From an optimization exercise on the open Yosys and OpenROAD flow, aimed at small area; shortcuts taken in it are not production practice. At most, simulation tests tie the RTL to the original design; equivalence was not proved. For runs 2 to 4, only the layout was checked, not whether the RTL still works. Power figures rest on the tool's default switching activity, not on a simulated workload.

<file path="config.mk">
export PLATFORM = sky130hd
export DESIGN_NAME = vid_top
export DESIGN_NICKNAME = vid_top
export VERILOG_FILES = /design/flow/design.v
export SDC_FILE = /design/flow/constraint.sdc
export NUM_CORES = 4
export LEC_CHECK = 0
export CAP_MARGIN = 20
export CORE_MARGIN = 2
export CORE_UTILIZATION = 40
export SLEW_MARGIN = 20
</file>
<file path="design.v">
package vid_pkg;
    typedef struct packed {
        logic [5:0]            pclk;      
        logic                  enable;
        logic                  rgb565;    
        logic [13-1:0] h_size;
        logic [13-1:0] h_end;
        logic [13-1:0] hsync_start;
        logic [13-1:0] hsync_end;
        logic [13-1:0] v_size;
        logic [13-1:0] v_end;
        logic [13-1:0] vsync_start;
        logic [13-1:0] vsync_end;
    } vid_cfg_t;
    typedef struct packed {
        logic slot_start;    
        logic active;
        logic hsync;
        logic vsync;
    } vid_tick_t;
endpackage
`timescale 1ns/1ps
module vid_regs (
    input  logic                   clk,
    input  logic                   reset,
    input  logic                   reg_wr,
    input  logic [8-1:0] reg_addr,
    input  logic [32-1:0] reg_data,
    output vid_pkg::vid_cfg_t      cfg
);
    always_ff @(posedge clk or posedge reset) begin
        if (reset) begin
            cfg <= '0;
        end else if (reg_wr) begin
            case (reg_addr)
                8'h00: begin
                    cfg.pclk   <= reg_data[9:4];
                    cfg.enable <= reg_data[3];
                    cfg.rgb565 <= (reg_data[1:0] == 2'd1);
                end
                8'h28: begin
                    cfg.h_size <= reg_data[25:13];
                    cfg.h_end  <= reg_data[12:0];
                end
                8'h30: begin
                    cfg.hsync_start <= reg_data[25:13];
                    cfg.hsync_end   <= reg_data[12:0];
                end
                8'h38: begin
                    cfg.v_size <= reg_data[25:13];
                    cfg.v_end  <= reg_data[12:0];
                end
                8'h40: begin
                    cfg.vsync_start <= reg_data[25:13];
                    cfg.vsync_end   <= reg_data[12:0];
                end
                default: begin
                end
            endcase
        end
    end
endmodule
`timescale 1ns/1ps
module vid_timing (
    input  logic              clk,
    input  logic              reset,
    input  vid_pkg::vid_cfg_t cfg,
    output vid_pkg::vid_tick_t tick
);
    logic [5:0]            div_cnt;
    logic [6:0]            div_inc;
    logic                  slot_end;
    logic [13-1:0] hcnt;
    logic [13-1:0] vcnt;
    assign div_inc  = {1'b0, div_cnt} + 7'd1;
    assign slot_end = (div_inc >= {1'b0, cfg.pclk});
    always_ff @(posedge clk or posedge reset) begin
        if (reset) begin
            div_cnt <= '0;
            hcnt    <= '0;
            vcnt    <= '0;
        end else if (!cfg.enable) begin
            div_cnt <= '0;
            hcnt    <= '0;
            vcnt    <= '0;
        end else if (slot_end) begin
            div_cnt <= '0;
            if (hcnt >= cfg.h_end) begin
                hcnt <= '0;
                if (vcnt >= cfg.v_end) begin
                    vcnt <= '0;
                end else begin
                    vcnt <= vcnt + 1'b1;
                end
            end else begin
                hcnt <= hcnt + 1'b1;
            end
        end else begin
            div_cnt <= div_inc[5:0];
        end
    end
    always_comb begin
        tick = '0;
        if (cfg.enable) begin
            tick.slot_start = (div_cnt == 6'd0);
            tick.active     = (hcnt < cfg.h_size) && (vcnt < cfg.v_size);
            tick.hsync      = (hcnt >= cfg.hsync_start) && (hcnt < cfg.hsync_end);
            tick.vsync      = (vcnt >= cfg.vsync_start) && (vcnt < cfg.vsync_end);
        end
    end
endmodule
`timescale 1ns/1ps
module pixel_fifo (
    input  logic        clk,
    input  logic        reset,
    input  logic        push,
    input  logic [23:0] push_data,
    input  logic        pop,
    output logic [23:0] head,
    output logic        empty,
    output logic        full
);
    logic [23:0] mem [32];
    logic [5:0] last;
    logic                  push_ok;
    logic                  pop_ok;
    assign empty   = last[5];
    assign full    = (last == (5+1)'(32 - 1));
    assign push_ok = push && !full;
    assign pop_ok  = pop && !empty;
    assign head    = mem[last[5-1:0]];
    always_ff @(posedge clk) begin
        if (push_ok) begin
            mem[0] <= push_data;
            for (int i = 1; i < 32; i++) begin
                mem[i] <= mem[i-1];
            end
        end
    end
    always_ff @(posedge clk or posedge reset) begin
        if (reset) begin
            last <= '1;
        end else begin
            case ({push_ok, pop_ok})
                2'b10:   last <= last + 1'b1;
                2'b01:   last <= last - 1'b1;
                default: last <= last;
            endcase
        end
    end
endmodule
`timescale 1ns/1ps
module pixel_out (
    input  logic               clk,
    input  logic               reset,
    input  vid_pkg::vid_tick_t tick,
    input  logic               rgb565,
    input  logic [23:0]        head,
    input  logic               empty,
    output logic               pop,
    output logic               hsync,
    output logic               vsync,
    output logic               blank,
    output logic [7:0]         r,
    output logic [7:0]         g,
    output logic [7:0]         b,
    output logic               underrun
);
    logic [23:0] hold_word;
    logic        hold_nz;
    logic        rgb565_q;
    logic        show;
    logic        starve;
    assign starve = tick.slot_start && tick.active && empty;
    assign pop    = tick.slot_start && tick.active && !empty;
    always_ff @(posedge clk) begin
        if (pop) begin
            hold_word <= head;
        end
        if (tick.slot_start) begin
            hold_nz <= pop;
        end
        rgb565_q <= rgb565;
    end
    always_ff @(posedge clk or posedge reset) begin
        if (reset) begin
            hsync    <= 1'b0;
            vsync    <= 1'b0;
            blank    <= 1'b1;
            underrun <= 1'b0;
        end else begin
            hsync    <= tick.hsync;
            vsync    <= tick.vsync;
            blank    <= !tick.active;
            underrun <= underrun || starve;
        end
    end
    assign show = !blank && hold_nz;
    always_comb begin
        if (!show) begin
            r = 8'd0;
            g = 8'd0;
            b = 8'd0;
        end else if (rgb565_q) begin
            r = {hold_word[15:11], 3'b000};
            g = {hold_word[10:5], 2'b00};
            b = {hold_word[4:0], 3'b000};
        end else begin
            r = hold_word[23:16];
            g = hold_word[15:8];
            b = hold_word[7:0];
        end
    end
endmodule
`timescale 1ns/1ps
module vid_top (
    input  logic                   clk,
    input  logic                   reset,
    input  logic                   reg_wr,
    input  logic [8-1:0] reg_addr,
    input  logic [32-1:0] reg_data,
    input  logic                   pix_wr,
    input  logic [32-1:0] pix_data,
    output logic                   pix_full,
    output logic                   hsync,
    output logic                   vsync,
    output logic                   blank,
    output logic [7:0]             r,
    output logic [7:0]             g,
    output logic [7:0]             b,
    output logic                   underrun
);
    vid_pkg::vid_cfg_t  cfg;
    vid_pkg::vid_tick_t tick;
    logic [23:0]        fifo_head;
    logic               fifo_empty;
    logic               fifo_pop;
    vid_regs u_regs (
        .clk      (clk),
        .reset    (reset),
        .reg_wr   (reg_wr),
        .reg_addr (reg_addr),
        .reg_data (reg_data),
        .cfg      (cfg)
    );
    vid_timing u_timing (
        .clk   (clk),
        .reset (reset),
        .cfg   (cfg),
        .tick  (tick)
    );
    pixel_fifo u_fifo (
        .clk       (clk),
        .reset     (reset),
        .push      (pix_wr),
        .push_data (pix_data[23:0]),
        .pop       (fifo_pop),
        .head      (fifo_head),
        .empty     (fifo_empty),
        .full      (pix_full)
    );
    pixel_out u_out (
        .clk      (clk),
        .reset    (reset),
        .tick     (tick),
        .rgb565   (cfg.rgb565),
        .head     (fifo_head),
        .empty    (fifo_empty),
        .pop      (fifo_pop),
        .hsync    (hsync),
        .vsync    (vsync),
        .blank    (blank),
        .r        (r),
        .g        (g),
        .b        (b),
        .underrun (underrun)
    );
endmodule
</file>
<file path="run.sh">
#!/bin/bash
# synth_recipe.tcl (not shown) runs the flow's synth.tcl, then flattens the netlist and writes it again
# the make line also repeats each setting of config.mk as NAME=value (left out here)
make -C /OpenROAD-flow-scripts/flow DESIGN_CONFIG=/design/flow/config.mk WORK_HOME=/design/flow/orfs CLKGATE_MAP_FILE= SYNTH_SCRIPT=/design/flow/synth_recipe.tcl finish
</file>
<file path="constraint.sdc">
create_clock -name core_clock -period 5.0 [get_ports {clk}]
set_input_delay 1.0000 -clock core_clock [delete_from_list [all_inputs] [get_ports {clk}]]
set_output_delay 1.0000 -clock core_clock [all_outputs]
set_load 0.01 [all_outputs]
</file>
==> implementation parameters, run 1 <==
Parameter                              Value

STA
  Worst Hold Slack ... approximately 370 ps
  Slew at the pin closest to its max-slew limit ... roughly 1200 ps
  Final critical-path setup slack ... approximately 800 ps
  Final Hold Vio Count ... 0
  Worst clock skew on the final layout ... ~56 ps
  RSZ-0062 raised after global routing ... no
  Period utilisation layout ... between 80% and 90%
  Number of pins exceeding their max-slew limit in the final report ... 0
  Final period demand of the worst path ... 4200 ps
  Total setup violations reported at the end of the flow ... 0
  Maximum achievable frequency ... between 200 and 250 MHz
  Setup TNS Final ... 0 ps
  Max_slew headroom ... about 22%

Worst hold path
  Path class of the lowest-slack min-delay path ... reg -> reg

Global route
  Number of global-route vias before repair ... about 23000
  Pin count of the biggest net entering global routing ... around 210
  Wire length of the first global-routing pass ... 157000 um
  Number of antenna violations at the first check in global routing ... 2
  Remaining global-route overflow ... 0
  All-layer global routing usage ... between 20% and 30%

Cells and area
  Nets ... about 2900
  Diode insertion count for antenna repair ... 0
  Fraction of final layout cells with drive strength greater than 1 ... roughly 14%
  Final cell utilization of the core ... between 40% and 50%
  Area Growth Syn to Fin ... 16.3%

Clocking
  Worst-skew pair later-pin latency ... ~700 ps
  H-tree depth ... 3
  CTS tree ... yes
  Clock Tree Root ... sky130_fd_sc_hd__clkbuf_16
  Post-CTS Repair Setup Buffers ... 0
  Clock buffer depth ... 3
  Hold Buf Count CTS ... 0
  Number of clock sinks ... about 950
  Clock transition at the register clock pins on the worst setup and hold paths after CTS ... approximately 60 ps
  Number of buffers inserted during clock tree synthesis ... roughly 100
  Number of cells upsized or downsized after cts ... 0

Floorplanning
  Total Die Area ... 97400 um^2
  Initial core utilization ... approximately two fifths
  Die outline width ... approximately 310 um
  Number of top-level pins ... roughly 110
  Total number of placement rows ... about 110
  DIE HEIGHT ... ~310 um
  Core Region ... 93600 um^2

Worst setup path
  Worst R2R Setup Slack ... around 1100 ps
  Critical Path, Cell by Cell ... and2_0, nand3_2, nor2_1, clkdlybuf4s50_1
  Worst path slowest cell ... sky130_fd_sc_hd__dfstp_2
  Path type of the worst setup path ... reg -> out
  Startpoint kind of the worst setup timing path ... register
  Worst path required time ... approximately 4000 ps
  Crit. End Element ... output port
  Arrival time of the worst setup path ... 3200 ps
  Worst-path maximum fanout ... 25
  Worst path max stage delay ... ~950 ps

Yosys
  Syn nets ... 2679
  Most area-hungry cell type in the Yosys netlist ... sky130_fd_sc_hd__edfxtp_1
  Distinct cell type count of the synthesized netlist ... 63
  Average cell area after synthesis ... approximately 15 um^2
  Area contributors post-synth ... sky130_fd_sc_hd__edfxtp_1, sky130_fd_sc_hd__dfrtp_1, sky130_fd_sc_hd__a22oi_1
  Proportion of synthesized chip area in sequential cells ... between 70% and 80%
  EDFF count, synth ... 793
  Flip-flop cell with the highest count after synthesis ... sky130_fd_sc_hd__edfxtp_1
  Most common cell in the synthesized netlist ... sky130_fd_sc_hd__edfxtp_1
  Most frequent cells after synthesis ... sky130_fd_sc_hd__edfxtp_1, sky130_fd_sc_hd__a22oi_1, sky130_fd_sc_hd__dfrtp_1, sky130_fd_sc_hd__nand2_1, sky130_fd_sc_hd__inv_1
  Yosys top cell area share ... between 60 and 70%
  Proportion of synthesized flip-flops having asynchronous set or reset ... between 10% and 20%
  #FFs+latches synth ... roughly 950
  Post-Syn Instances ... 2487
  Yosys warns ... 5
  Post-synth design cell area ... 38000 um^2

Pwr
  Net switching power ... roughly 5.8 mW
  Logic gate share of total power ... between 10% and 20%
  Switching fraction of total power ... between 20 and 30%
  Cell-internal power ... 14.5 mW
  Clock power share ... 35.8%
  Peak VDD IR ... 0.000244 V
  LEAKAGE ... 16.2 nW
  Pwr dens ... approximately 460 nW/um^2
  Overall power after layout ... 20.3 mW
  Portion of total power attributed to sequential cells ... 48.3%

Drt
  Detailed-route vias per instance ... between 5 and 6
  Remaining DRCs ... 0
  Number of design-rule violations left by the first detailed-router iteration ... between 3000 and 4000
  Post-DRT Antenna Nets ... 0
  Drt wl/cell ... around 27 um
  Total number of vias ... about 24000
  Iteration count of the initial detailed-routing pass ... 6
  Post-detailed-routing wire length ... 108000 um

Placed design
  Final GP Congestion ... 0.871
  Count of input and output buffers ... 90
  Post-detail-place hpwl ... approximately 68000 um
  Placement Setup Slack ... ~1100 ps

Run status
  Result of the run ... no timing/DRC/antenna violations

Run
  Number of max-cap violations ... 0
## worst paths after layout
path / start / endpoint / cells after the start
max: u_fifo.last[3] / pix_full / 4
min: u_regs.cfg[104] / u_out.rgb565_q / 0
max reg2reg: u_fifo.last[3] / u_fifo.last[5] / 10
min reg2reg: u_regs.cfg[104] / u_out.rgb565_q / 0
max in group asynchronous: reset / u_regs.cfg[53] / 3
min in group asynchronous: reset / u_out.underrun / 2
## power by group through the flow
stage	sequential, mW	clock [mW]	combinational, mW
final	9.78	7.24	3.23
after global routing	9.82	7.65	3.41
after CTS	9.76	7.38	3.19
after detailed placement	9.91	0	3.17
after global placement	9.89	0	3.13
after floorplan	9.79	0	1.83
## layer usage
metal	wire, um	track usage [%]
met1	44400	30.4
met2	50200	34.6
met3	10500	4.16
met4	2570	5.66
met5	25	0
## metrics by stage
| step | instances | instance area [um^2] |
|---|---|---|
| 2_1_floorplan | 2487 | 38000 |
| 3_3_place_gp | 3812 | 40900 |
| 3_5_place_dp | 3812 | 40900 |
| 4_1_cts | 3995 | 44100 |
| 5_1_grt | 3996 | 44100 |
| 6_report | 3996 | 44100 |
## logic make-up (layout without fill, tap and decap cells)
group / count (synthesis) / after routing / share of synthesized area (%)
buffers and inverters: 232 / 487 / 2.49
adder cells (fa/ha/maj): 116 / 116 / 3.84
AO/OA/AOI/OAI: 551 / 551 / 10.3
flip-flops: 948 / 948 / 73.0
XOR/XNOR: 20 / 20 / 0.462
multiplexers: 113 / 113 / 3.27
AND/OR/NAND/NOR: 507 / 507 / 6.65
## area by class of cell
class                           count  area, um^2
Clock inverter                     48         499
Timing Repair Buffer              183        1740
Multi-Input combinational cell   1307        9490
Fill cell                        8076       49500
Tap cell                         1254        1570
Sequential cell                   948       27700
Clock buffer                      135        2680
Inverter                          121         462
## sequential cells by signal, summed over array words and instances, names as in the netlist
register / cells
u_out.hold_word: 24
u_fifo.last: 6
u_timing.vcnt: 13
u_timing.div_cnt: 6
u_out.vsync: 1
u_out.hsync: 1
u_fifo.mem: 768
u_regs.cfg: 112
u_out.hold_nz: 1
u_timing.hcnt: 13
u_out.blank: 1
u_out.rgb565_q: 1
u_out.underrun: 1
## worst max-delay path, delay by kind of cell (launching register included)
kind	cells	cell delay, ps
buffers and inverters	1	570
AND/OR/NAND/NOR	3	1030
flip-flops	1	950
## placed cells by master (no fill, tap or decap), types with 48 or more instances in the layout
cell / n
sky130_fd_sc_hd__edfxtp_1: 793
sky130_fd_sc_hd__clkdlybuf4s50_1: 90
sky130_fd_sc_hd__mux2_2: 89
sky130_fd_sc_hd__nor2_1: 85
sky130_fd_sc_hd__inv_1: 119
sky130_fd_sc_hd__a21oi_1: 70
sky130_fd_sc_hd__o21ai_0: 69
sky130_fd_sc_hd__a22oi_1: 286
sky130_fd_sc_hd__clkbuf_16: 99
sky130_fd_sc_hd__dfrtp_1: 147
sky130_fd_sc_hd__nand2_1: 143
sky130_fd_sc_hd__buf_4: 82
sky130_fd_sc_hd__nand4_1: 48
sky130_fd_sc_hd__ha_1: 115
==> run 2, diff against run 1 <==
--- a/design.v
+++ b/design.v
@@ -19,4 +19,19 @@
         logic vsync;
     } vid_tick_t;
+    function automatic logic lt13(input logic [13-1:0] a,
+                                  input logic [13-1:0] b);
+        lt13 = 1'b0;
+        for (int i = 0; i < 13; i++) begin
+            lt13 = a[i] ? (b[i] & lt13) : (b[i] | lt13);
+        end
+    endfunction
+    function automatic logic [13-1:0] inc13(input logic [13-1:0] a);
+        logic c;
+        c = 1'b1;
+        for (int i = 0; i < 13; i++) begin
+            inc13[i] = a[i] ^ c;
+            c        = c & a[i];
+        end
+    endfunction
 endpackage
 `timescale 1ns/1ps
@@ -29,33 +44,47 @@
     output vid_pkg::vid_cfg_t      cfg
 );
+    logic       wr_ctrl;
+    logic [3:0] wr_span;     
+    logic [3:0] span_valid;  
+    logic [3:0] span_en;
+    logic [25:0] span_data;
+    assign wr_ctrl    = reg_wr && (reg_addr == 8'h00);
+    assign wr_span[0] = reg_wr && (reg_addr == 8'h28);
+    assign wr_span[1] = reg_wr && (reg_addr == 8'h30);
+    assign wr_span[2] = reg_wr && (reg_addr == 8'h38);
+    assign wr_span[3] = reg_wr && (reg_addr == 8'h40);
+    assign span_en    = wr_span | ({4{wr_ctrl}} & ~span_valid);
+    assign span_data  = wr_ctrl ? 26'd0 : reg_data[25:0];
     always_ff @(posedge clk or posedge reset) begin
         if (reset) begin
-            cfg <= '0;
-        end else if (reg_wr) begin
-            case (reg_addr)
-                8'h00: begin
-                    cfg.pclk   <= reg_data[9:4];
-                    cfg.enable <= reg_data[3];
-                    cfg.rgb565 <= (reg_data[1:0] == 2'd1);
-                end
-                8'h28: begin
-                    cfg.h_size <= reg_data[25:13];
-                    cfg.h_end  <= reg_data[12:0];
-                end
-                8'h30: begin
-                    cfg.hsync_start <= reg_data[25:13];
-                    cfg.hsync_end   <= reg_data[12:0];
-                end
-                8'h38: begin
-                    cfg.v_size <= reg_data[25:13];
-                    cfg.v_end  <= reg_data[12:0];
-                end
-                8'h40: begin
-                    cfg.vsync_start <= reg_data[25:13];
-                    cfg.vsync_end   <= reg_data[12:0];
-                end
-                default: begin
-                end
-            endcase
+            cfg.enable <= 1'b0;
+            span_valid <= '0;
+        end else begin
+            if (wr_ctrl) begin
+                cfg.enable <= reg_data[3];
+            end
+            span_valid <= span_valid | wr_span | {4{wr_ctrl}};
+        end
+    end
+    always_ff @(posedge clk) begin
+        if (wr_ctrl) begin
+            cfg.pclk   <= reg_data[9:4];
+            cfg.rgb565 <= (reg_data[1:0] == 2'd1);
+        end
+        if (span_en[0]) begin
+            cfg.h_size <= span_data[25:13];
+            cfg.h_end  <= span_data[12:0];
+        end
+        if (span_en[1]) begin
+            cfg.hsync_start <= span_data[25:13];
+            cfg.hsync_end   <= span_data[12:0];
+        end
+        if (span_en[2]) begin
+            cfg.v_size <= span_data[25:13];
+            cfg.v_end  <= span_data[12:0];
+        end
+        if (span_en[3]) begin
+            cfg.vsync_start <= span_data[25:13];
+            cfg.vsync_end   <= span_data[12:0];
         end
     end
@@ -73,12 +102,19 @@
     logic [13-1:0] hcnt;
     logic [13-1:0] vcnt;
-    assign div_inc  = {1'b0, div_cnt} + 7'd1;
-    assign slot_end = (div_inc >= {1'b0, cfg.pclk});
-    always_ff @(posedge clk or posedge reset) begin
-        if (reset) begin
-            div_cnt <= '0;
-            hcnt    <= '0;
-            vcnt    <= '0;
-        end else if (!cfg.enable) begin
+    logic [6:0] div_c;
+    logic [6:0] div_l;
+    assign div_c[0] = 1'b1;
+    assign div_l[0] = ~div_inc[0] & cfg.pclk[0];
+    for (genvar i = 0; i < 6; i++) begin : g_div
+        assign div_inc[i] = div_cnt[i] ^ div_c[i];
+        assign div_c[i+1] = div_c[i] & div_cnt[i];
+        if (i > 0) begin : g_lt
+            assign div_l[i] = div_inc[i] ? (cfg.pclk[i] & div_l[i-1]) : (cfg.pclk[i] | div_l[i-1]);
+        end
+    end
+    assign div_inc[6] = div_c[6];
+    assign slot_end = div_inc[6] | ~div_l[5];
+    always_ff @(posedge clk) begin
+        if (!cfg.enable) begin
             div_cnt <= '0;
             hcnt    <= '0;
@@ -86,13 +122,13 @@
         end else if (slot_end) begin
             div_cnt <= '0;
-            if (hcnt >= cfg.h_end) begin
+            if (!vid_pkg::lt13(hcnt, cfg.h_end)) begin
                 hcnt <= '0;
-                if (vcnt >= cfg.v_end) begin
+                if (!vid_pkg::lt13(vcnt, cfg.v_end)) begin
                     vcnt <= '0;
                 end else begin
-                    vcnt <= vcnt + 1'b1;
+                    vcnt <= vid_pkg::inc13(vcnt);
                 end
             end else begin
-                hcnt <= hcnt + 1'b1;
+                hcnt <= vid_pkg::inc13(hcnt);
             end
         end else begin
@@ -104,7 +140,7 @@
         if (cfg.enable) begin
             tick.slot_start = (div_cnt == 6'd0);
-            tick.active     = (hcnt < cfg.h_size) && (vcnt < cfg.v_size);
-            tick.hsync      = (hcnt >= cfg.hsync_start) && (hcnt < cfg.hsync_end);
-            tick.vsync      = (vcnt >= cfg.vsync_start) && (vcnt < cfg.vsync_end);
+            tick.active     = vid_pkg::lt13(hcnt, cfg.h_size) && vid_pkg::lt13(vcnt, cfg.v_size);
+            tick.hsync      = !vid_pkg::lt13(hcnt, cfg.hsync_start) && vid_pkg::lt13(hcnt, cfg.hsync_end);
+            tick.vsync      = !vid_pkg::lt13(vcnt, cfg.vsync_start) && vid_pkg::lt13(vcnt, cfg.vsync_end);
         end
     end
==> run 2 against run 1 <==
Clock power about the same. Critical path depth increased by 14. Cell count decreased by 13%. Clock skew decreased by 21 ps. Global-route usage decreased by 0.69 points. Largest power group unchanged. Design area decreased by 4.8%. Still clean on timing, DRC and antenna. Die area decreased by 5.5%.
==> implementation parameters, run 2 <==
Parameter                              Value

Run status
  Result of the run ... no timing/DRC/antenna violations

Yosys
  Post-synth design cell area ... 35800 um^2 (-5.5%)
  Most common cell in the synthesized netlist ... sky130_fd_sc_hd__edfxtp_1
  Proportion of synthesized flip-flops having asynchronous set or reset ... 1.58% (-15 points)
  Area contributors post-synth ... sky130_fd_sc_hd__edfxtp_1, sky130_fd_sc_hd__a22o_1, sky130_fd_sc_hd__a221oi_1
  Average cell area after synthesis ... 17.4 um^2 (+14%)
  Distinct cell type count of the synthesized netlist ... 70 (+11%)
  Yosys warns ... 5 (unchanged)
  Flip-flop cell with the highest count after synthesis ... sky130_fd_sc_hd__edfxtp_1
  Most area-hungry cell type in the Yosys netlist ... sky130_fd_sc_hd__edfxtp_1
  Syn nets ... 2173 (-19%)
  Post-Syn Instances ... 2063 (-17%)
  Yosys top cell area share ... 75.7% (+13 points)
  #FFs+latches synth ... 952 (+0.42%)
  Most frequent cells after synthesis ... sky130_fd_sc_hd__edfxtp_1, sky130_fd_sc_hd__a22o_1, sky130_fd_sc_hd__a221oi_1, sky130_fd_sc_hd__a22oi_1, sky130_fd_sc_hd__clkbuf_1
  Proportion of synthesized chip area in sequential cells ... 78.6% (+5.7 points)
  EDFF count, synth ... 904 (+14%)

Cells and area
  Fraction of final layout cells with drive strength greater than 1 ... 12.5% (-1.1 points)
  Registers with the most flip-flops ... u_fifo.mem (768), u_regs.cfg (112), u_out.hold_word (24)
  Largest register by flop count ... u_fifo.mem
  Final cell area excluding filler cells ... 42000 um^2 (-4.8%)
  Area Growth Syn to Fin ... 17.2%
  Most common library cell in the layout ignoring fill and taps ... sky130_fd_sc_hd__edfxtp_1
  Post-Layout Cell Count ... 3477 (-13%)
  Commonest non-fill, non-tap cells in the layout ... sky130_fd_sc_hd__edfxtp_1, sky130_fd_sc_hd__a22o_1, sky130_fd_sc_hd__a221oi_1
  Diode insertion count for antenna repair ... 0 (unchanged)
  Number of flip-flops in the largest register ... 768 (unchanged)
  Nets ... 2341 (-18%)

STA
  Setup TNS Final ... 0 ps (unchanged)
  Worst clock skew on the final layout ... 35.2 ps (-21.3 ps)
  Slew at the pin closest to its max-slew limit ... 1210 ps (+35.9 ps)
  Final Hold Vio Count ... 0 (unchanged)
  Maximum achievable frequency ... 247 MHz (+3.8%)
  Final period demand of the worst path ... 4040 ps (-153 ps)
  RSZ-0062 raised after global routing ... no
  Max_slew headroom ... 19.4% (-2.5 points)
  Number of pins exceeding their max-slew limit in the final report ... 0 (unchanged)
  Period utilisation layout ... 80.9% (-3.1 points)
  Total setup violations reported at the end of the flow ... 0 (unchanged)

Pwr
  Peak VDD IR ... 0.000282 V (+16%)
  Pwr dens ... 480 nW/um^2 (+4.7%)
  LEAKAGE ... 14.1 nW (-13%)

Global route
  Pin count of the biggest net entering global routing ... 81 (-61%)
  All-layer global routing usage ... 21.0% (-0.69 points)
  Number of global-route vias before repair ... 21203 (-9.2%)
  Number of antenna violations at the first check in global routing ... 0 (-2)
  Remaining global-route overflow ... 0 (unchanged)
  Wire length of the first global-routing pass ... 141000 um (-10%)

Worst setup path
  Most common cell on crit path ... sky130_fd_sc_hd__a21oi_1
  Path type of the worst setup path ... reg -> reg
  Worst path required time ... 5590 ps (+1590 ps)
  Cell type group with the largest total delay on the critical path ... compound AO/OA/AOI/OAI gates
  Critical Path, Cell by Cell ... inv_1, maj3_1, a21oi_1, a221oi_1, a311oi_1, o221ai_1, o21ai_0, a21oi_1, and4b_2, ha_1, ha_1, a21o_1, a21oi_1, o21bai_1, a21oi_1, xnor2_1, nor2_1, xor2_1
  Worst path max stage delay ... 390 ps (-560 ps)
  Crit. End Element ... register
  Number of buffer and inverter instances along the worst setup path ... 1 (unchanged)
  Worst-path maximum fanout ... 5 (-80%)
  Arrival time of the worst setup path ... 4640 ps (+1440 ps)
  Worst path slowest cell ... sky130_fd_sc_hd__dfxtp_1
  Startpoint kind of the worst setup timing path ... register

Floorplanning
  DIE HEIGHT ... 303 um (-2.8%)
  Number of top-level pins ... 105 (unchanged)
  Total number of placement rows ... 109 (-2.7%)
  Initial core utilization ... 40.4% (-0.10 points)
  Total Die Area ... 92000 um^2 (-5.5%)
  Die outline width ... 303 um (-2.8%)
  Core Region ... 88600 um^2 (-5.3%)

Drt
  Iteration count of the initial detailed-routing pass ... 7 (+1)
  Post-detailed-routing wire length ... 97400 um (-9.4%)
  Detailed-route vias per instance ... 6.11 (+3.1%)
  Number of design-rule violations left by the first detailed-router iteration ... 2688 (-20%)
  Total number of vias ... 21234 (-10%)
  Remaining DRCs ... 0 (unchanged)
  Drt wl/cell ... 28.0 um (+4.1%)
  Post-DRT Antenna Nets ... 0 (unchanged)

Clocking
  CTS tree ... yes
  Number of cells upsized or downsized after cts ... 0 (unchanged)
  Post-CTS Repair Setup Buffers ... 0 (unchanged)
  Worst-skew pair later-pin latency ... 680 ps (about the same)
  H-tree depth ... 3 (unchanged)
  Hold Buf Count CTS ... 0 (unchanged)
  Number of clock sinks ... 952 (+0.42%)
  Clock Tree Root ... sky130_fd_sc_hd__clkbuf_16
  Clock buffer depth ... 3 (unchanged)
  Number of buffers inserted during clock tree synthesis ... 96 (-2.0%)
  Clock transition at the register clock pins on the worst setup and hold paths after CTS ... 60 ps (about the same)

Placed design
  # placed instances ... 3297 (-14%)
  Instance area at placement ... 38800 um^2 (-5.2%)
  Count of input and output buffers ... 90 (unchanged)
  Final GP Congestion ... 0.885 (+1.6%)
  Post-detail-place hpwl ... 58200 um (-14%)

Worst hold path
  Path class of the lowest-slack min-delay path ... reg -> reg

Run
  Number of max-cap violations ... 0 (unchanged)
## run 2: cell count changes after synthesis, moves of 34 or more
| cell | previous run | this run |
|---|---|---|
| sky130_fd_sc_hd__inv_1 | 121 | 56 |
| sky130_fd_sc_hd__dfrtp_1 | 147 | 8 |
| sky130_fd_sc_hd__a22oi_1 | 286 | 125 |
| sky130_fd_sc_hd__a221oi_1 | 15 | 127 |
| sky130_fd_sc_hd__buf_2 | 37 | 3 |
| sky130_fd_sc_hd__ha_1 | 115 | 33 |
| sky130_fd_sc_hd__a22o_1 | 26 | 135 |
| sky130_fd_sc_hd__nor2_1 | 104 | 62 |
| sky130_fd_sc_hd__mux2_2 | 89 | 1 |
| sky130_fd_sc_hd__nand2_1 | 143 | 38 |
| sky130_fd_sc_hd__o21ai_0 | 70 | 16 |
| sky130_fd_sc_hd__edfxtp_1 | 793 | 904 |
| sky130_fd_sc_hd__nor2b_1 | 18 | 53 |
## run 2: power by group
part	internal, mW	switching (mW)
Clock	4.12	3.12
Sequential	9.52	0.393
Combinational	1.10	1.92
Total	14.7	5.44
## run 2: kinds of logic after synthesis
group / share of synthesized area, %
muxes: 0.506
AOI/OAI and AO/OA: 12.1
and+or+nand+nor: 4.92
buffers and inverters: 1.62
xor gates and xnor gates: 0.195
adders and majority gates: 1.99
DFF: 78.6
## run 2: final timing paths
kind                                        endpoint  cells after the start              from  slack [ps]
max in group asynchronous                u_out.hsync                      2             reset        3690
min in group asynchronous       u_regs.span_valid[3]                      2             reset         790
worst min-delay path                  u_out.rgb565_q                      0   u_regs.cfg[104]         360
worst max register to register        u_fifo.last[5]                     18  u_timing.hcnt[3]         960
worst max-delay path                  u_fifo.last[5]                     18  u_timing.hcnt[3]         960
worst min register to register        u_out.rgb565_q                      0   u_regs.cfg[104]         360
## run 2: layout make-up
class | count | area (um^2)
Clock buffer | 116 | 2540
Clock inverter | 63 | 646
Fill cell | 7456 | 46600
Inverter | 57 | 218
Multi-Input combinational cell | 962 | 7370
Sequential cell | 952 | 28200
Tap cell | 1165 | 1460
Timing Repair Buffer | 162 | 1590
## run 2: routing by layer
layer / vias to the layer above / part of all wire [%] / global-route usage, %
met5: - / 0 / 0
met4: 0 / 2.5 / 6.15
met3: 173 / 10 / 4.82
met2: 1243 / 46 / 32.9
met1: 10933 / 41 / 29.3
li1: 8885 / - / -
## run 2: metrics by stage
step / total power, mW / utilization, % / setup slack [ps] / hold WS (ps)
final: 20.2 / 47.4 / 956 / 364
after global routing: 20.9 / 47.4 / 544 / 371
after CTS: 20.3 / 47.4 / 1010 / 374
after detailed placement: 13.0 / 43.8 / 1020 / 360
after global placement: 13.0 / 43.8 / 981 / 366
after floorplan: 11.8 / - / -8090 / 323
==> run 3, diff against run 2 <==
--- a/config.mk
+++ b/config.mk
@@ -9,3 +9,4 @@
 export CORE_MARGIN = 2
 export CORE_UTILIZATION = 40
+export CTS_BUF_LIST = sky130_fd_sc_hd__clkbuf_4
 export SLEW_MARGIN = 20
==> run 3 against run 2 <==
Synthesized area did not move. Synthesized cell count did not move. Clock skew rose by 96 ps. Flip-flop and latch count did not move. Critical endpoint is now b[1]. Design area fell by 0.51%. Non-clock buffer count did not move.
==> implementation parameters, run 3 <==
Parameter                              Value

Run status
  Result of the run ... no timing/DRC/antenna violations

Pwr
  Cell-internal power ... 13.8 mW (-6.4%)
  Logic gate share of total power ... 15.7% (+0.7 points)
  Switching fraction of total power ... 28.8% (+1.9 points)
  Overall power after layout ... 19.4 mW (-4.0%)
  LEAKAGE ... 14.3 nW (+1.3%)
  Pwr dens ... 464 nW/um^2 (-3.5%)
  Peak VDD IR ... 0.000284 V (+0.45%)
  Clock power share ... 33.2% (-2.7 points)
  Portion of total power attributed to sequential cells ... 51.1% (+2.0 points)
  Net switching power ... 5.59 mW (+2.6%)

Yosys
  Most common cell in the synthesized netlist ... sky130_fd_sc_hd__edfxtp_1
  EDFF count, synth ... 904 (unchanged)
  Yosys warns ... 5 (unchanged)
  Yosys top cell area share ... 75.7% (unchanged)
  Most area-hungry cell type in the Yosys netlist ... sky130_fd_sc_hd__edfxtp_1
  Area contributors post-synth ... sky130_fd_sc_hd__edfxtp_1, sky130_fd_sc_hd__a22o_1, sky130_fd_sc_hd__a221oi_1
  Proportion of synthesized chip area in sequential cells ... 78.6% (unchanged)
  Post-synth design cell area ... 35800 um^2 (unchanged)
  Most frequent cells after synthesis ... sky130_fd_sc_hd__edfxtp_1, sky130_fd_sc_hd__a22o_1, sky130_fd_sc_hd__a221oi_1, sky130_fd_sc_hd__a22oi_1, sky130_fd_sc_hd__clkbuf_1
  Proportion of synthesized flip-flops having asynchronous set or reset ... 1.58% (unchanged)
  Syn nets ... 2173 (unchanged)
  Post-Syn Instances ... 2063 (unchanged)
  Distinct cell type count of the synthesized netlist ... 70 (unchanged)
  Flip-flop cell with the highest count after synthesis ... sky130_fd_sc_hd__edfxtp_1
  Average cell area after synthesis ... 17.4 um^2 (unchanged)
  #FFs+latches synth ... 952 (unchanged)

Drt
  Post-detailed-routing wire length ... 99200 um (+1.8%)
  Iteration count of the initial detailed-routing pass ... 5 (-2)
  Number of design-rule violations left by the first detailed-router iteration ... 2914 (+8.4%)
  Drt wl/cell ... 26.7 um (-4.7%)
  Post-DRT Antenna Nets ... 0 (unchanged)
  Total number of vias ... 22204 (+4.6%)
  Detailed-route vias per instance ... 5.98 (-2.1%)
  Remaining DRCs ... 0 (unchanged)

Worst setup path
  Path type of the worst setup path ... reg -> out
  Worst R2R Setup Slack ... 990 ps (+30 ps)
  Origin of the worst setup path ... u_out.blank
  Worst path required time ... 4000 ps (-1590 ps)
  Worst-path maximum fanout ... 17 (+12)
  Crit. End Element ... output port
  Startpoint kind of the worst setup timing path ... register
  Arrival time of the worst setup path ... 3270 ps (-1370 ps)
  Worst reg2reg startpoint ... u_timing.hcnt[3]

Global route
  All-layer global routing usage ... 21.4% (+0.47 points)
  Remaining global-route overflow ... 0 (unchanged)
  Pin count of the biggest net entering global routing ... 81 (unchanged)
  Number of global-route vias before repair ... 22423 (+5.8%)
  Number of antenna violations at the first check in global routing ... 2 (+2)
  Wire length of the first global-routing pass ... 144000 um (+2.2%)

Placed design
  Final GP Congestion ... 0.885 (unchanged)
  Count of input and output buffers ... 90 (unchanged)
  Post-detail-place hpwl ... 58200 um (unchanged)
  # placed instances ... 3297 (unchanged)
  Instance area at placement ... 38800 um^2 (unchanged)

STA
  Maximum achievable frequency ... 234 MHz (-5.4%)
  Slew at the pin closest to its max-slew limit ... 1190 ps (-12.3 ps)
  Final Hold Vio Count ... 0 (unchanged)
  Period utilisation layout ... 85.5% (+4.6 points)
  Total setup violations reported at the end of the flow ... 0 (unchanged)
  RSZ-0062 raised after global routing ... no
  Number of pins exceeding their max-slew limit in the final report ... 0 (unchanged)
  Worst clock skew on the final layout ... 131 ps (+96.2 ps)
  Final period demand of the worst path ... 4270 ps (+230 ps)
  Max_slew headroom ... 20.2% (+0.82 points)

Worst hold path
  Worst Hold Launch ... u_fifo.mem[13][6]
  Path class of the lowest-slack min-delay path ... reg -> reg

Cells and area
  Fraction of final layout cells with drive strength greater than 1 ... 19.6% (+7.1 points)
  Registers with the most flip-flops ... u_fifo.mem (768), u_regs.cfg (112), u_out.hold_word (24)
  Most common library cell in the layout ignoring fill and taps ... sky130_fd_sc_hd__edfxtp_1
  Filler cells ... 7609 (+2.1%)
  Area Growth Syn to Fin ... 16.6%
  Nets ... 2479 (+5.9%)
  Area occupied by registers ... 28200 um^2 (unchanged)
  Number of flip-flops in the largest register ... 768 (unchanged)
  Footprint of the multi-input gates ... 7370 um^2 (unchanged)
  Post-Layout Cell Count ... 3714 (+6.8%)
  Final cell area excluding filler cells ... 41800 um^2 (-0.51%)
  Largest register by flop count ... u_fifo.mem
  Commonest non-fill, non-tap cells in the layout ... sky130_fd_sc_hd__edfxtp_1, sky130_fd_sc_hd__clkbuf_4, sky130_fd_sc_hd__a22o_1

Clocking
  Clock Tree Root ... sky130_fd_sc_hd__clkbuf_4
  Number of clock sinks ... 952 (unchanged)
  Number of buffers inserted during clock tree synthesis ... 234 (+140%)
  Clock transition at the register clock pins on the worst setup and hold paths after CTS ... 70 ps (about the same)
  Post-CTS Repair Setup Buffers ... 0 (unchanged)
  Clock buffer depth ... 3 (unchanged)
  Hold Buf Count CTS ... 0 (unchanged)
  Worst-skew pair later-pin latency ... 1170 ps (+490 ps)
  Number of cells upsized or downsized after cts ... 0 (unchanged)
  CTS tree ... yes
  H-tree depth ... 4 (+1)

Floorplanning
  Total number of placement rows ... 109 (unchanged)
  Number of top-level pins ... 105 (unchanged)
  Die outline width ... 303 um (unchanged)
  DIE HEIGHT ... 303 um (unchanged)
  Initial core utilization ... 40.4% (unchanged)
  Total Die Area ... 92000 um^2 (unchanged)
  Core Region ... 88600 um^2 (unchanged)

Run
  Number of max-cap violations ... 0 (unchanged)
==> run 3: cell counts after synthesis <==
Identical to the previous run, type by type.
==> run 3: kinds of logic after synthesis <==
group	after synthesis	synth area share (%)
flip-flops	952	78.6
AO/OA/AOI/OAI	544	12.1
AND/OR/NAND/NOR	331	4.92
buffers and inverters	149	1.62
adder cells (fa/ha/maj)	61	1.99
multiplexers	18	0.506
XOR/XNOR	8	0.195
==> run 3: final timing paths <==
path | to | cells past startpoint
min reg2reg | u_fifo.mem[14][6] | 0
max in group asynchronous | u_regs.span_valid[0] | 2
max reg2reg | u_fifo.last[5] | 18
min | u_fifo.mem[14][6] | 0
max | b[1] | 5
min in group asynchronous | u_out.hsync | 2
==> run 3: worst max-delay path: stages (launching register included) <==
cell and delay, ps:
sky130_fd_sc_hd__dfstp_2 370, sky130_fd_sc_hd__nand2b_1 140, sky130_fd_sc_hd__buf_4 220, sky130_fd_sc_hd__nor2_2 660
sky130_fd_sc_hd__and2_1 260, sky130_fd_sc_hd__clkdlybuf4s50_1 540
==> run 3: area by class of cell <==
class | count | share of cell area, %
flip-flops and latches | 952 | 67.4
multi-input cells | 962 | 17.6
clock buffers | 330 | 5.93
repair buffers | 162 | 3.83
well taps | 1165 | 3.49
clock inverters | 79 | 1.12
inverters | 57 | 0.521
diodes | 7 | 0.0419
==> run 3: metrics by stage <==
step | setup TNS, ps | utilization, % | setup slack (ps) | hold slack [ps]
after global placement | 0 | 43.8 | 981 | 366
after detailed placement | 0 | 43.8 | 1020 | 360
after floorplan | -6212820 | - | -8090 | 323
after CTS | 0 | 47.1 | 603 | 284
after global routing | 0 | 47.1 | 527 | 327
final | 0 | 47.1 | 725 | 332
==> run 3: metal layers <==
metal | vias up | GRT usage, % | wire [um]
met1 | 11238 | 29.5 | 40100
met5 | - | 0 | 0
li1 | 9325 | - | -
met4 | 0 | 8.12 | 2690
met2 | 1449 | 32.8 | 45600
met3 | 192 | 5.57 | 10800
==> run 3: power groups by stage <==
stage               Combinational [mW]  Sequential, mW  Clock, mW
global route                      3.21            9.95       6.98
detailed placement                2.98            10.1          0
CTS                               3.00            9.89       6.58
finish                            3.03            9.91       6.43
global placement                  2.97            10.0          0
floorplan                         1.71            10.0          0
==> run 4, diff against run 3 <==
--- a/config.mk
+++ b/config.mk
@@ -8,5 +8,5 @@
 export CAP_MARGIN = 20
 export CORE_MARGIN = 2
-export CORE_UTILIZATION = 40
-export CTS_BUF_LIST = sky130_fd_sc_hd__clkbuf_4
+export CORE_UTILIZATION = 60
+export CTS_BUF_LIST = sky130_fd_sc_hd__clkbuf_8
 export SLEW_MARGIN = 20
==> run 4 against run 3 <==
Non-clock buffer count decreased by 14. Die area decreased by 33%. Synthesized cell count unchanged. Global-route usage increased by 9.6 points. Flip-flop and latch count unchanged. Via count decreased by 2.8%. Core utilization increased by 22 points. Synthesized area unchanged.
==> implementation parameters, run 4 <==
Parameter                              Value

Run status
  Result of the run ... no timing/DRC/antenna violations

Placed design
  Placement Setup Slack ... 992 ps (-29.6 ps)
  Final GP Congestion ... 0.865 (-2.3%)
  Instance area at placement ... 38200 um^2 (-1.7%)
  # placed instances ... 2892 (-12%)
  Count of input and output buffers ... 90 (unchanged)
  Post-detail-place hpwl ... 58000 um (-0.46%)

STA
  Final Hold Vio Count ... 0 (unchanged)
  Final period demand of the worst path ... 4030 ps (-243 ps)
  Number of pins exceeding their max-slew limit in the final report ... 0 (unchanged)
  Final critical-path setup slack ... 969 ps (+243 ps)
  Period utilisation layout ... 80.6% (-4.9 points)
  Worst Hold Slack ... 342 ps (+9.77 ps)
  Total setup violations reported at the end of the flow ... 0 (unchanged)
  Worst clock skew on the final layout ... 26.9 ps (-104 ps)
  Slew at the pin closest to its max-slew limit ... 1200 ps (+7.45 ps)
  Maximum achievable frequency ... 248 MHz (+6.0%)
  Setup TNS Final ... 0 ps (unchanged)
  RSZ-0062 raised after global routing ... no
  Max_slew headroom ... 19.7% (-0.50 points)

Yosys
  Compound-gate portion of the synthesized area ... 12.1% (unchanged)
  Post-synth design cell area ... 35800 um^2 (unchanged)
  Synthesized-area fraction occupied by xor and xnor cells ... 0.195% (unchanged)
  Area contributors post-synth ... sky130_fd_sc_hd__edfxtp_1, sky130_fd_sc_hd__a22o_1, sky130_fd_sc_hd__a221oi_1
  Adder-cell share of the synthesized area ... 1.99% (unchanged)
  Syn nets ... 2173 (unchanged)
  Average cell area after synthesis ... 17.4 um^2 (unchanged)
  Most area-hungry cell type in the Yosys netlist ... sky130_fd_sc_hd__edfxtp_1
  Most frequent cells after synthesis ... sky130_fd_sc_hd__edfxtp_1, sky130_fd_sc_hd__a22o_1, sky130_fd_sc_hd__a221oi_1, sky130_fd_sc_hd__a22oi_1, sky130_fd_sc_hd__clkbuf_1
  Most common cell in the synthesized netlist ... sky130_fd_sc_hd__edfxtp_1
  Post-Syn Instances ... 2063 (unchanged)
  EDFF count, synth ... 904 (unchanged)
  Fraction of synthesized area in multiplexers ... 0.506% (unchanged)
  Distinct cell type count of the synthesized netlist ... 70 (unchanged)
  #FFs+latches synth ... 952 (unchanged)
  Yosys warns ... 5 (unchanged)
  Proportion of synthesized flip-flops having asynchronous set or reset ... 1.58% (unchanged)
  Main combinational cell family by area after synthesis ... compound AO/OA/AOI/OAI gates
  Synth Area in Simple Gates ... 4.92% (unchanged)
  Yosys top cell area share ... 75.7% (unchanged)
  Flip-flop cell with the highest count after synthesis ... sky130_fd_sc_hd__edfxtp_1
  Proportion of synthesized chip area in sequential cells ... 78.6% (unchanged)

Floorplanning
  DIE HEIGHT ... 248 um (-18%)
  Die outline width ... 248 um (-18%)
  Total number of placement rows ... 89 (-18%)
  Total Die Area ... 61700 um^2 (-33%)
  Initial core utilization ... 60.7% (+20 points)
  Core Region ... 59000 um^2 (-33%)
  Number of top-level pins ... 105 (unchanged)

Pwr
  Pwr dens ... 468 nW/um^2 (+0.88%)
  LEAKAGE ... 14.0 nW (-2.0%)
  Clock power share ... 32.0% (-1.2 points)
  Switching fraction of total power ... 28.5% (-0.37 points)
  Cell-internal power ... 13.7 mW (-0.86%)
  Net switching power ... 5.44 mW (-2.6%)
  Portion of total power attributed to sequential cells ... 51.9% (+0.8 points)
  Peak VDD IR ... 0.000319 V (+13%)
  Overall power after layout ... 19.1 mW (-1.4%)
  Logic gate share of total power ... 16.2% (+0.5 points)

Drt
  Post-detailed-routing wire length ... 96200 um (-3.0%)
  Detailed-route vias per instance ... 6.83 (+14%)
  Post-DRT Antenna Nets ... 0 (unchanged)
  Remaining DRCs ... 0 (unchanged)
  Iteration count of the initial detailed-routing pass ... 6 (+1)
  Number of design-rule violations left by the first detailed-router iteration ... 3199 (+9.8%)
  Drt wl/cell ... 30.5 um (+14%)
  Total number of vias ... 21584 (-2.8%)

Worst setup path
  Path type of the worst setup path ... reg -> out
  Worst path required time ... 4000 ps (about the same)
  Arrival time of the worst setup path ... 3030 ps (-240 ps)
  Startpoint kind of the worst setup timing path ... register
  Crit. End Element ... output port
  Worst-path maximum fanout ... 9 (-8)

Cells and area
  Area Growth Syn to Fin ... 14.0%
  Registers with the most flip-flops ... u_fifo.mem (768), u_regs.cfg (112), u_out.hold_word (24)
  Fraction of final layout cells with drive strength greater than 1 ... 13.3% (-6.3 points)
  Largest register by flop count ... u_fifo.mem
  Commonest non-fill, non-tap cells in the layout ... sky130_fd_sc_hd__edfxtp_1, sky130_fd_sc_hd__clkbuf_8, sky130_fd_sc_hd__a22o_1
  Post-Layout Cell Count ... 3158 (-15%)
  Area occupied by registers ... 28200 um^2 (unchanged)
  Nets ... 2382 (-3.9%)
  Filler cells ... 3918 (-49%)
  Most common library cell in the layout ignoring fill and taps ... sky130_fd_sc_hd__edfxtp_1
  Footprint of the multi-input gates ... 7370 um^2 (about the same)
  Final cell utilization of the core ... 69.2% (+22 points)
  Number of flip-flops in the largest register ... 768 (unchanged)
  Final cell area excluding filler cells ... 40900 um^2 (-2.2%)

Run
  Number of max-cap violations ... 0 (unchanged)

Clocking
  Number of buffers inserted during clock tree synthesis ... 151 (-35%)
  Hold Buf Count CTS ... 0 (unchanged)
  H-tree depth ... 4 (unchanged)
  Number of clock sinks ... 952 (unchanged)
  Number of cells upsized or downsized after cts ... 0 (unchanged)
  Clock transition at the register clock pins on the worst setup and hold paths after CTS ... 70 ps (about the same)
  CTS tree ... yes
  Clock Tree Root ... sky130_fd_sc_hd__clkbuf_8
  Post-CTS Repair Setup Buffers ... 0 (unchanged)
  Clock buffer depth ... 3 (unchanged)
  Worst-skew pair later-pin latency ... 800 ps (-370 ps)

Global route
  Pin count of the biggest net entering global routing ... 162 (+100%)
  Number of antenna violations at the first check in global routing ... 2 (unchanged)
  All-layer global routing usage ... 31.0% (+9.6 points)
  Remaining global-route overflow ... 0 (unchanged)
  Number of global-route vias before repair ... 21295 (-5.0%)
  Wire length of the first global-routing pass ... 139000 um (-3.5%)

Worst hold path
  Path class of the lowest-slack min-delay path ... reg -> reg
run 4: cell counts after synthesis:
Identical to the previous run, type by type.
run 4: power groups by stage:
stage	Clock [mW]	Sequential [mW]	Combinational, mW
floorplan	0	10.0	1.71
global placement	0	10.0	3.00
detailed placement	0	10.0	3.02
CTS	6.18	9.89	3.04
global route	6.52	9.95	3.26
finish	6.11	9.91	3.09
run 4: worst paths after layout:
path / from / to / slack [ps] / cells past startpoint
worst max-delay path: u_out.rgb565_q / r[7] / 970 / 4
worst min-delay path: u_regs.cfg[104] / u_out.rgb565_q / 340 / 0
worst max register to register: u_timing.hcnt[3] / u_fifo.last[5] / 1000 / 18
worst min register to register: u_regs.cfg[104] / u_out.rgb565_q / 340 / 0
max in group asynchronous: reset / u_out.underrun / 3960 / 2
min in group asynchronous: reset / u_out.vsync / 600 / 2
run 4: cell type report:
class / count / area share [%]
flip-flops and latches: 952 / 69.0
multi-input cells: 962 / 18.0
clock buffers: 159 / 5.36
repair buffers: 148 / 3.45
well taps: 773 / 2.37
clock inverters: 106 / 1.27
inverters: 57 / 0.533
diodes: 1 / 0.00612
run 4: cells by family after synthesis:
logic type / Yosys count
muxes: 18
AOI/OAI and AO/OA: 544
xor gates and xnor gates: 8
buffers and inverters: 149
and+or+nand+nor: 331
adders and majority gates: 61
DFF: 952
run 4: layer usage:
layer | part of all wire (%) | track usage [%]
met5 | 0.028 | 0
met4 | 3.4 | 11.8
met3 | 11 | 7.80
met2 | 45 | 46.1
met1 | 40 | 44.9
run 4: worst max-delay path, stage by stage, from the launching register on:
cell and delay, ps:
sky130_fd_sc_hd__dfxtp_1 840, sky130_fd_sc_hd__buf_4 360, sky130_fd_sc_hd__mux2i_1 100, sky130_fd_sc_hd__nor2_1 290
sky130_fd_sc_hd__clkdlybuf4s50_1 640
==> run 5, diff against run 4 <==
--- a/design.v
+++ b/design.v
@@ -1,15 +1,15 @@
 package vid_pkg;
     typedef struct packed {
-        logic [5:0]            pclk;      
+        logic [5:0]            pclk_n;    
         logic                  enable;
         logic                  rgb565;    
-        logic [13-1:0] h_size;
-        logic [13-1:0] h_end;
-        logic [13-1:0] hsync_start;
-        logic [13-1:0] hsync_end;
-        logic [13-1:0] v_size;
-        logic [13-1:0] v_end;
-        logic [13-1:0] vsync_start;
-        logic [13-1:0] vsync_end;
+        logic [13-1:0] h_size_n;
+        logic [13-1:0] h_end_n;
+        logic [13-1:0] hsync_start_n;
+        logic [13-1:0] hsync_end_n;
+        logic [13-1:0] v_size_n;
+        logic [13-1:0] v_end_n;
+        logic [13-1:0] vsync_start_n;
+        logic [13-1:0] vsync_end_n;
     } vid_cfg_t;
     typedef struct packed {
@@ -19,9 +19,9 @@
         logic vsync;
     } vid_tick_t;
-    function automatic logic lt13(input logic [13-1:0] a,
-                                  input logic [13-1:0] b);
-        lt13 = 1'b0;
+    function automatic logic ge13(input logic [13-1:0] a,
+                                  input logic [13-1:0] b_n);
+        ge13 = 1'b1;
         for (int i = 0; i < 13; i++) begin
-            lt13 = a[i] ? (b[i] & lt13) : (b[i] | lt13);
+            ge13 = (a[i] & b_n[i]) | (a[i] & ge13) | (b_n[i] & ge13);
         end
     endfunction
@@ -55,5 +55,5 @@
     assign wr_span[3] = reg_wr && (reg_addr == 8'h40);
     assign span_en    = wr_span | ({4{wr_ctrl}} & ~span_valid);
-    assign span_data  = wr_ctrl ? 26'd0 : reg_data[25:0];
+    assign span_data  = wr_ctrl ? '1 : ~reg_data[25:0];
     always_ff @(posedge clk or posedge reset) begin
         if (reset) begin
@@ -69,22 +69,22 @@
     always_ff @(posedge clk) begin
         if (wr_ctrl) begin
-            cfg.pclk   <= reg_data[9:4];
+            cfg.pclk_n <= ~reg_data[9:4];
             cfg.rgb565 <= (reg_data[1:0] == 2'd1);
         end
         if (span_en[0]) begin
-            cfg.h_size <= span_data[25:13];
-            cfg.h_end  <= span_data[12:0];
+            cfg.h_size_n <= span_data[25:13];
+            cfg.h_end_n  <= span_data[12:0];
         end
         if (span_en[1]) begin
-            cfg.hsync_start <= span_data[25:13];
-            cfg.hsync_end   <= span_data[12:0];
+            cfg.hsync_start_n <= span_data[25:13];
+            cfg.hsync_end_n <= span_data[12:0];
         end
         if (span_en[2]) begin
-            cfg.v_size <= span_data[25:13];
-            cfg.v_end  <= span_data[12:0];
+            cfg.v_size_n <= span_data[25:13];
+            cfg.v_end_n  <= span_data[12:0];
         end
         if (span_en[3]) begin
-            cfg.vsync_start <= span_data[25:13];
-            cfg.vsync_end   <= span_data[12:0];
+            cfg.vsync_start_n <= span_data[25:13];
+            cfg.vsync_end_n <= span_data[12:0];
         end
     end
@@ -103,16 +103,14 @@
     logic [13-1:0] vcnt;
     logic [6:0] div_c;
-    logic [6:0] div_l;
+    logic [6:0] div_g;
     assign div_c[0] = 1'b1;
-    assign div_l[0] = ~div_inc[0] & cfg.pclk[0];
+    assign div_g[0] = 1'b1;
     for (genvar i = 0; i < 6; i++) begin : g_div
-        assign div_inc[i] = div_cnt[i] ^ div_c[i];
-        assign div_c[i+1] = div_c[i] & div_cnt[i];
-        if (i > 0) begin : g_lt
-            assign div_l[i] = div_inc[i] ? (cfg.pclk[i] & div_l[i-1]) : (cfg.pclk[i] | div_l[i-1]);
-        end
+        assign div_inc[i]   = div_cnt[i] ^ div_c[i];
+        assign div_c[i+1]   = div_c[i] & div_cnt[i];
+        assign div_g[i+1]   = (div_inc[i] & cfg.pclk_n[i]) | (div_inc[i] & div_g[i]) | (cfg.pclk_n[i] & div_g[i]);
     end
     assign div_inc[6] = div_c[6];
-    assign slot_end = div_inc[6] | ~div_l[5];
+    assign slot_end = div_inc[6] | div_g[6];
     always_ff @(posedge clk) begin
         if (!cfg.enable) begin
@@ -122,7 +120,7 @@
         end else if (slot_end) begin
             div_cnt <= '0;
-            if (!vid_pkg::lt13(hcnt, cfg.h_end)) begin
+            if (vid_pkg::ge13(hcnt, cfg.h_end_n)) begin
                 hcnt <= '0;
-                if (!vid_pkg::lt13(vcnt, cfg.v_end)) begin
+                if (vid_pkg::ge13(vcnt, cfg.v_end_n)) begin
                     vcnt <= '0;
                 end else begin
@@ -140,7 +138,7 @@
         if (cfg.enable) begin
             tick.slot_start = (div_cnt == 6'd0);
-            tick.active     = vid_pkg::lt13(hcnt, cfg.h_size) && vid_pkg::lt13(vcnt, cfg.v_size);
-            tick.hsync      = !vid_pkg::lt13(hcnt, cfg.hsync_start) && vid_pkg::lt13(hcnt, cfg.hsync_end);
-            tick.vsync      = !vid_pkg::lt13(vcnt, cfg.vsync_start) && vid_pkg::lt13(vcnt, cfg.vsync_end);
+            tick.active     = !vid_pkg::ge13(hcnt, cfg.h_size_n) && !vid_pkg::ge13(vcnt, cfg.v_size_n);
+            tick.hsync      = vid_pkg::ge13(hcnt, cfg.hsync_start_n) && !vid_pkg::ge13(hcnt, cfg.hsync_end_n);
+            tick.vsync      = vid_pkg::ge13(vcnt, cfg.vsync_start_n) && !vid_pkg::ge13(vcnt, cfg.vsync_end_n);
         end
     end
@@ -165,5 +163,15 @@
     assign push_ok = push && !full;
     assign pop_ok  = pop && !empty;
-    assign head    = mem[last[5-1:0]];
+    logic [32-1:0] rd_sel;
+    for (genvar i = 0; i < 32; i++) begin : g_sel
+        assign rd_sel[i] = (last[5-1:0] == i);
+    end
+    for (genvar b = 0; b < 24; b++) begin : g_rd
+        logic [32-1:0] col;
+        for (genvar i = 0; i < 32; i++) begin : g_col
+            assign col[i] = mem[i][b];
+        end
+        fifo_rd_bit u_bit (.d(col), .sel(rd_sel), .y(head[b]));
+    end
     always_ff @(posedge clk) begin
         if (push_ok) begin
@@ -186,4 +194,45 @@
     end
 endmodule
+module fifo_rd_bit (
+    input  logic [31:0] d,
+    input  logic [31:0] sel,
+    output logic        y
+);
+    logic [10:0] t;    
+    for (genvar j = 0; j < 10; j++) begin : g_aoi
+        fifo_aoi3 u_aoi (.a(d[3*j +: 3]), .s(sel[3*j +: 3]), .y(t[j]));
+    end
+    fifo_aoi3 u_aoi_last (.a(d[31:29]), .s(sel[31:29]), .y(t[10]));
+    logic [2:0] o;
+    fifo_nand4 u_n0 (.a(t[3:0]), .y(o[0]));
+    fifo_nand4 u_n1 (.a(t[7:4]), .y(o[1]));
+    fifo_nand3 u_n2 (.a(t[10:8]), .y(o[2]));
+    fifo_or3   u_o  (.a(o), .y(y));
+endmodule
+module fifo_aoi3 (
+    input  logic [2:0] a,
+    input  logic [2:0] s,
+    output logic       y
+);
+    assign y = ~|(a & s);
+endmodule
+module fifo_nand3 (
+    input  logic [2:0] a,
+    output logic       y
+);
+    assign y = ~&a;
+endmodule
+module fifo_or3 (
+    input  logic [2:0] a,
+    output logic       y
+);
+    assign y = |a;
+endmodule
+module fifo_nand4 (
+    input  logic [3:0] a,
+    output logic       y
+);
+    assign y = ~&a;
+endmodule
 `timescale 1ns/1ps
 module pixel_out (
--- a/config.mk
+++ b/config.mk
@@ -8,5 +8,7 @@
 export CAP_MARGIN = 20
 export CORE_MARGIN = 2
-export CORE_UTILIZATION = 60
-export CTS_BUF_LIST = sky130_fd_sc_hd__clkbuf_8
+export CORE_UTILIZATION = 70
+export CTS_CLUSTER_DIAMETER = 50
+export CTS_CLUSTER_SIZE = 25
 export SLEW_MARGIN = 20
+export SYNTH_HIERARCHICAL = 1
==> run 5 against run 4 <==
Power fell by 6.1%. Flip-flop and latch count did not move. Global-route usage shrank 2.3 points. Routed wire length down 22%. Setup slack worse by 410 ps. Clock-buffer cell count shrank 82.
==> implementation parameters, run 5 <==
Parameter                              Value

Pwr
  Overall power after layout ... 17.9 mW (-6.1%)
  Switching fraction of total power ... 26.3% (-2.2 points)
  Portion of total power attributed to sequential cells ... 54.2% (+2.3 points)
  Clock power share ... 33.4% (+1.4 points)
  Logic gate share of total power ... 12.5% (-3.7 points)
  Cell-internal power ... 13.2 mW (-3.2%)
  Pwr dens ... 452 nW/um^2 (-3.4%)
  Net switching power ... 4.72 mW (-13%)
  LEAKAGE ... 13.5 nW (-3.4%)
  Peak VDD IR ... 0.000393 V (+23%)

Worst setup path
  Number of buffer and inverter instances along the worst setup path ... 1 (-1)
  Worst-path maximum fanout ... 10 (+1)
  Crit. End Element ... register
  Worst path max stage delay ... 400 ps (-440 ps)
  Worst path slowest cell ... sky130_fd_sc_hd__dfxtp_1
  Worst R2R Setup Slack ... 560 ps (-440 ps)
  Path type of the worst setup path ... reg -> reg
  Arrival time of the worst setup path ... 4950 ps (+1920 ps)
  Critical Path, Cell by Cell ... a211oi_1, nor2_1, maj3_2, maj3_1, maj3_1, a221oi_1, nor4_1, a211oi_1, buf_4, nand2_1, nor2_2, nor2b_1, ha_1, ha_1, o211ai_1, or3b_1, nand4_1, a221oi_2
  Startpoint kind of the worst setup timing path ... register
  Cell type group with the largest total delay on the critical path ... adder cells
  Worst path required time ... 5510 ps (+1510 ps)

Worst hold path
  Path class of the lowest-slack min-delay path ... reg -> reg

Yosys
  Syn nets ... 2012 (-7.4%)
  Flip-flop cell with the highest count after synthesis ... sky130_fd_sc_hd__edfxtp_1
  Most area-hungry cell type in the Yosys netlist ... sky130_fd_sc_hd__edfxtp_1
  Average cell area after synthesis ... 18.5 um^2 (+6.2%)
  #FFs+latches synth ... 952 (unchanged)
  Most frequent cells after synthesis ... sky130_fd_sc_hd__edfxtp_1, sky130_fd_sc_hd__a222oi_1, sky130_fd_sc_hd__nor2_1, sky130_fd_sc_hd__nand2_1, sky130_fd_sc_hd__nand4_1
  Proportion of synthesized chip area in sequential cells ... 80.3% (+1.7 points)
  Yosys warns ... 11 (+6)
  Most common cell in the synthesized netlist ... sky130_fd_sc_hd__edfxtp_1
  Distinct cell type count of the synthesized netlist ... 79 (+13%)
  Post-synth design cell area ... 35100 um^2 (-2.1%)
  EDFF count, synth ... 904 (unchanged)
  Post-Syn Instances ... 1902 (-7.8%)
  Yosys top cell area share ... 77.3% (+1.6 points)
  Proportion of synthesized flip-flops having asynchronous set or reset ... 1.58% (unchanged)
  Area contributors post-synth ... sky130_fd_sc_hd__edfxtp_1, sky130_fd_sc_hd__a222oi_1, sky130_fd_sc_hd__dfxtp_1

Clocking
  Number of clock sinks ... 952 (unchanged)
  H-tree depth ... 3 (-1)
  Worst-skew pair later-pin latency ... 620 ps (-180 ps)
  Clock Tree Root ... sky130_fd_sc_hd__clkbuf_16
  Clock transition at the register clock pins on the worst setup and hold paths after CTS ... 80 ps (about the same)
  Post-CTS Repair Setup Buffers ... 0 (unchanged)
  CTS tree ... yes
  Number of buffers inserted during clock tree synthesis ... 69 (-54%)
  Hold Buf Count CTS ... 0 (unchanged)
  Number of cells upsized or downsized after cts ... 0 (unchanged)
  Clock buffer depth ... 3 (unchanged)

Global route
  Pin count of the biggest net entering global routing ... 113 (-30%)
  Number of global-route vias before repair ... 19291 (-9.4%)
  Number of antenna violations at the first check in global routing ... 8 (+6)
  Wire length of the first global-routing pass ... 114000 um (-18%)
  Remaining global-route overflow ... 0 (unchanged)
  All-layer global routing usage ... 28.7% (-2.3 points)

Drt
  Iteration count of the initial detailed-routing pass ... 13 (+7)
  Post-DRT Antenna Nets ... 0 (unchanged)
  Total number of vias ... 20148 (-6.7%)
  Post-detailed-routing wire length ... 74700 um (-22%)
  Drt wl/cell ... 26.6 um (-13%)
  Detailed-route vias per instance ... 7.19 (+5.2%)
  Remaining DRCs ... 0 (unchanged)
  Number of design-rule violations left by the first detailed-router iteration ... 3950 (+23%)

Cells and area
  Nets ... 2187 (-8.2%)
  Number of flip-flops in the largest register ... 768 (unchanged)
  Fraction of final layout cells with drive strength greater than 1 ... 10.8% (-2.6 points)
  Most common library cell in the layout ignoring fill and taps ... sky130_fd_sc_hd__edfxtp_1
  Post-Layout Cell Count ... 2803 (-11%)
  Commonest non-fill, non-tap cells in the layout ... sky130_fd_sc_hd__edfxtp_1, sky130_fd_sc_hd__a222oi_1, sky130_fd_sc_hd__clkdlybuf4s50_1
  Largest register by flop count ... u_fifo.mem
  Area Growth Syn to Fin ... 13.1%
  Registers with the most flip-flops ... u_fifo.mem (768), u_regs.cfg (112), u_out.hold_word (24)

STA
  Final Hold Vio Count ... 0 (unchanged)
  Final critical-path setup slack ... 560 ps (-408 ps)
  Final period demand of the worst path ... 4440 ps (+408 ps)
  Total setup violations reported at the end of the flow ... 0 (unchanged)
  Slew at the pin closest to its max-slew limit ... 1120 ps (-82.4 ps)
  RSZ-0062 raised after global routing ... no
  Worst clock skew on the final layout ... 26.4 ps (-0.520 ps)
  Maximum achievable frequency ... 225 MHz (-9.2%)
  Number of pins exceeding their max-slew limit in the final report ... 0 (unchanged)
  Setup TNS Final ... 0 ps (unchanged)
  Max_slew headroom ... 25.1% (+5.4 points)
  Period utilisation layout ... 88.8% (+8.2 points)

Run status
  Result of the run ... no timing/DRC/antenna violations

Floorplanning
  Total Die Area ... 52000 um^2 (-16%)
  Total number of placement rows ... 82 (-7.9%)
  Core Region ... 49900 um^2 (-16%)
  Number of top-level pins ... 105 (unchanged)
  Die outline width ... 228 um (-8.2%)
  Initial core utilization ... 70.4% (+9.7 points)
  DIE HEIGHT ... 228 um (-8.2%)

Placed design
  Post-detail-place hpwl ... 47100 um (-19%)
  Count of input and output buffers ... 90 (unchanged)
  Placement Setup Slack ... 546 ps (-446 ps)
  Final GP Congestion ... 0.837 (-3.3%)
  # placed instances ... 2677 (-7.4%)

Run
  Number of max-cap violations ... 0 (unchanged)
==> run 5: logic make-up after synthesis <==
family | Yosys count | synth area share (%)
flip-flops | 952 | 80.3
XOR/XNOR | 6 | 0.150
multiplexers | 19 | 0.563
AND/OR/NAND/NOR | 373 | 5.50
buffers and inverters | 72 | 0.980
adder cells (fa/ha/maj) | 45 | 1.56
AO/OA/AOI/OAI | 435 | 10.9
==> run 5: path summary, 6_finish.rpt <==
check | to | start | depth (start not counted)
setup / recovery | u_fifo.last[5] | u_timing.vcnt[1] | 18
hold / removal | u_out.rgb565_q | u_regs.cfg[104] | 0
setup reg to reg | u_fifo.last[5] | u_timing.vcnt[1] | 18
hold reg to reg | u_out.rgb565_q | u_regs.cfg[104] | 0
max in group asynchronous | u_regs.span_valid[0] | reset | 2
min in group asynchronous | u_out.vsync | reset | 2
==> run 5: power by group through the flow <==
stage,Combinational (mW),Sequential [mW],Clock [mW]
floorplan,1.25,9.89,0
global placement,2.10,9.83,0
detailed placement,2.16,9.88,0
CTS,2.19,9.71,6.07
global route,2.39,9.77,6.37
finish,2.24,9.72,5.99
==> run 5: cell type report <==
type / instances / area, um^2
timing repair buffer: 153 / 1500
inverter: 23 / 90.1
fill: 2740 / 10100
clock buffer: 77 / 1850
tap: 672 / 841
multi-input combinational: 878 / 6630
sequential: 952 / 28200
clock inverter: 47 / 613
antenna: 1 / 2.50
==> run 5: per-layer routing <==
metal	track usage (%)	vias up	share of wire, %
met5	0	-	0.024
met2	43.5	1184	46
met4	7.78	2	2.2
li1	-	8675	-
met3	6.28	101	11
met1	43.4	10186	40
==> run 5: Yosys stat by module, one instance, submodules excluded, a selection <==
module / area [um^2] / cells / flops+latches
fifo_aoi3: 10.0 / 1 / 0
fifo_nand3: 5.00 / 1 / 0
fifo_nand4: 6.26 / 1 / 0
fifo_or3: 6.26 / 1 / 0
pixel_fifo: 23800 / 868 / 774
pixel_out: 1240 / 81 / 30
vid_regs: 3820 / 185 / 116
vid_timing: 3020 / 408 / 32
==> run 5: through the flow <==
stage / area (um^2) / hold WS, ps / util (%)
after global placement: 37200 / 325 / 74.7
final: 39700 / 344 / 79.7
after CTS: 39700 / 344 / 79.6
after detailed placement: 37200 / 330 / 74.7
after floorplan: 35200 / 323 / -
after global routing: 39700 / 348 / 79.6

[afterwards: timing with drivers on the ports]
The results above use ideal ports. As a check the final layouts listed here were re-extracted and re-timed, cells and wires unchanged.
Step 1 assumes that a clkbuf_16 drives the clock port and a buf_2 every other input.
Step 2, shift: input delay + t, output delay - t, t = (earliest + latest rising clock arrival at the registers) / 2. This alone moves slack from input paths to output paths.
Slacks: ideal / step 1 / step 2; pairs: ideal / step 1.
run | t (ns) | setup slack, ns | worst data-port slew with drivers (ns)
run 1 | 0.724 | 0.803 / 0.734 / 1.121 | 0.05
run 2 | 0.722 | 0.956 / 0.956 / 0.956 | 0.05
run 3 | 1.157 | 0.725 / 0.661 / 0.995 | 0.05
run 4 | 0.853 | 0.969 / 0.906 / 1.001 | 0.05
run 5 | 0.666 | 0.560 / 0.560 / 0.560 | 0.05
After both steps every run listed still meets setup and hold.
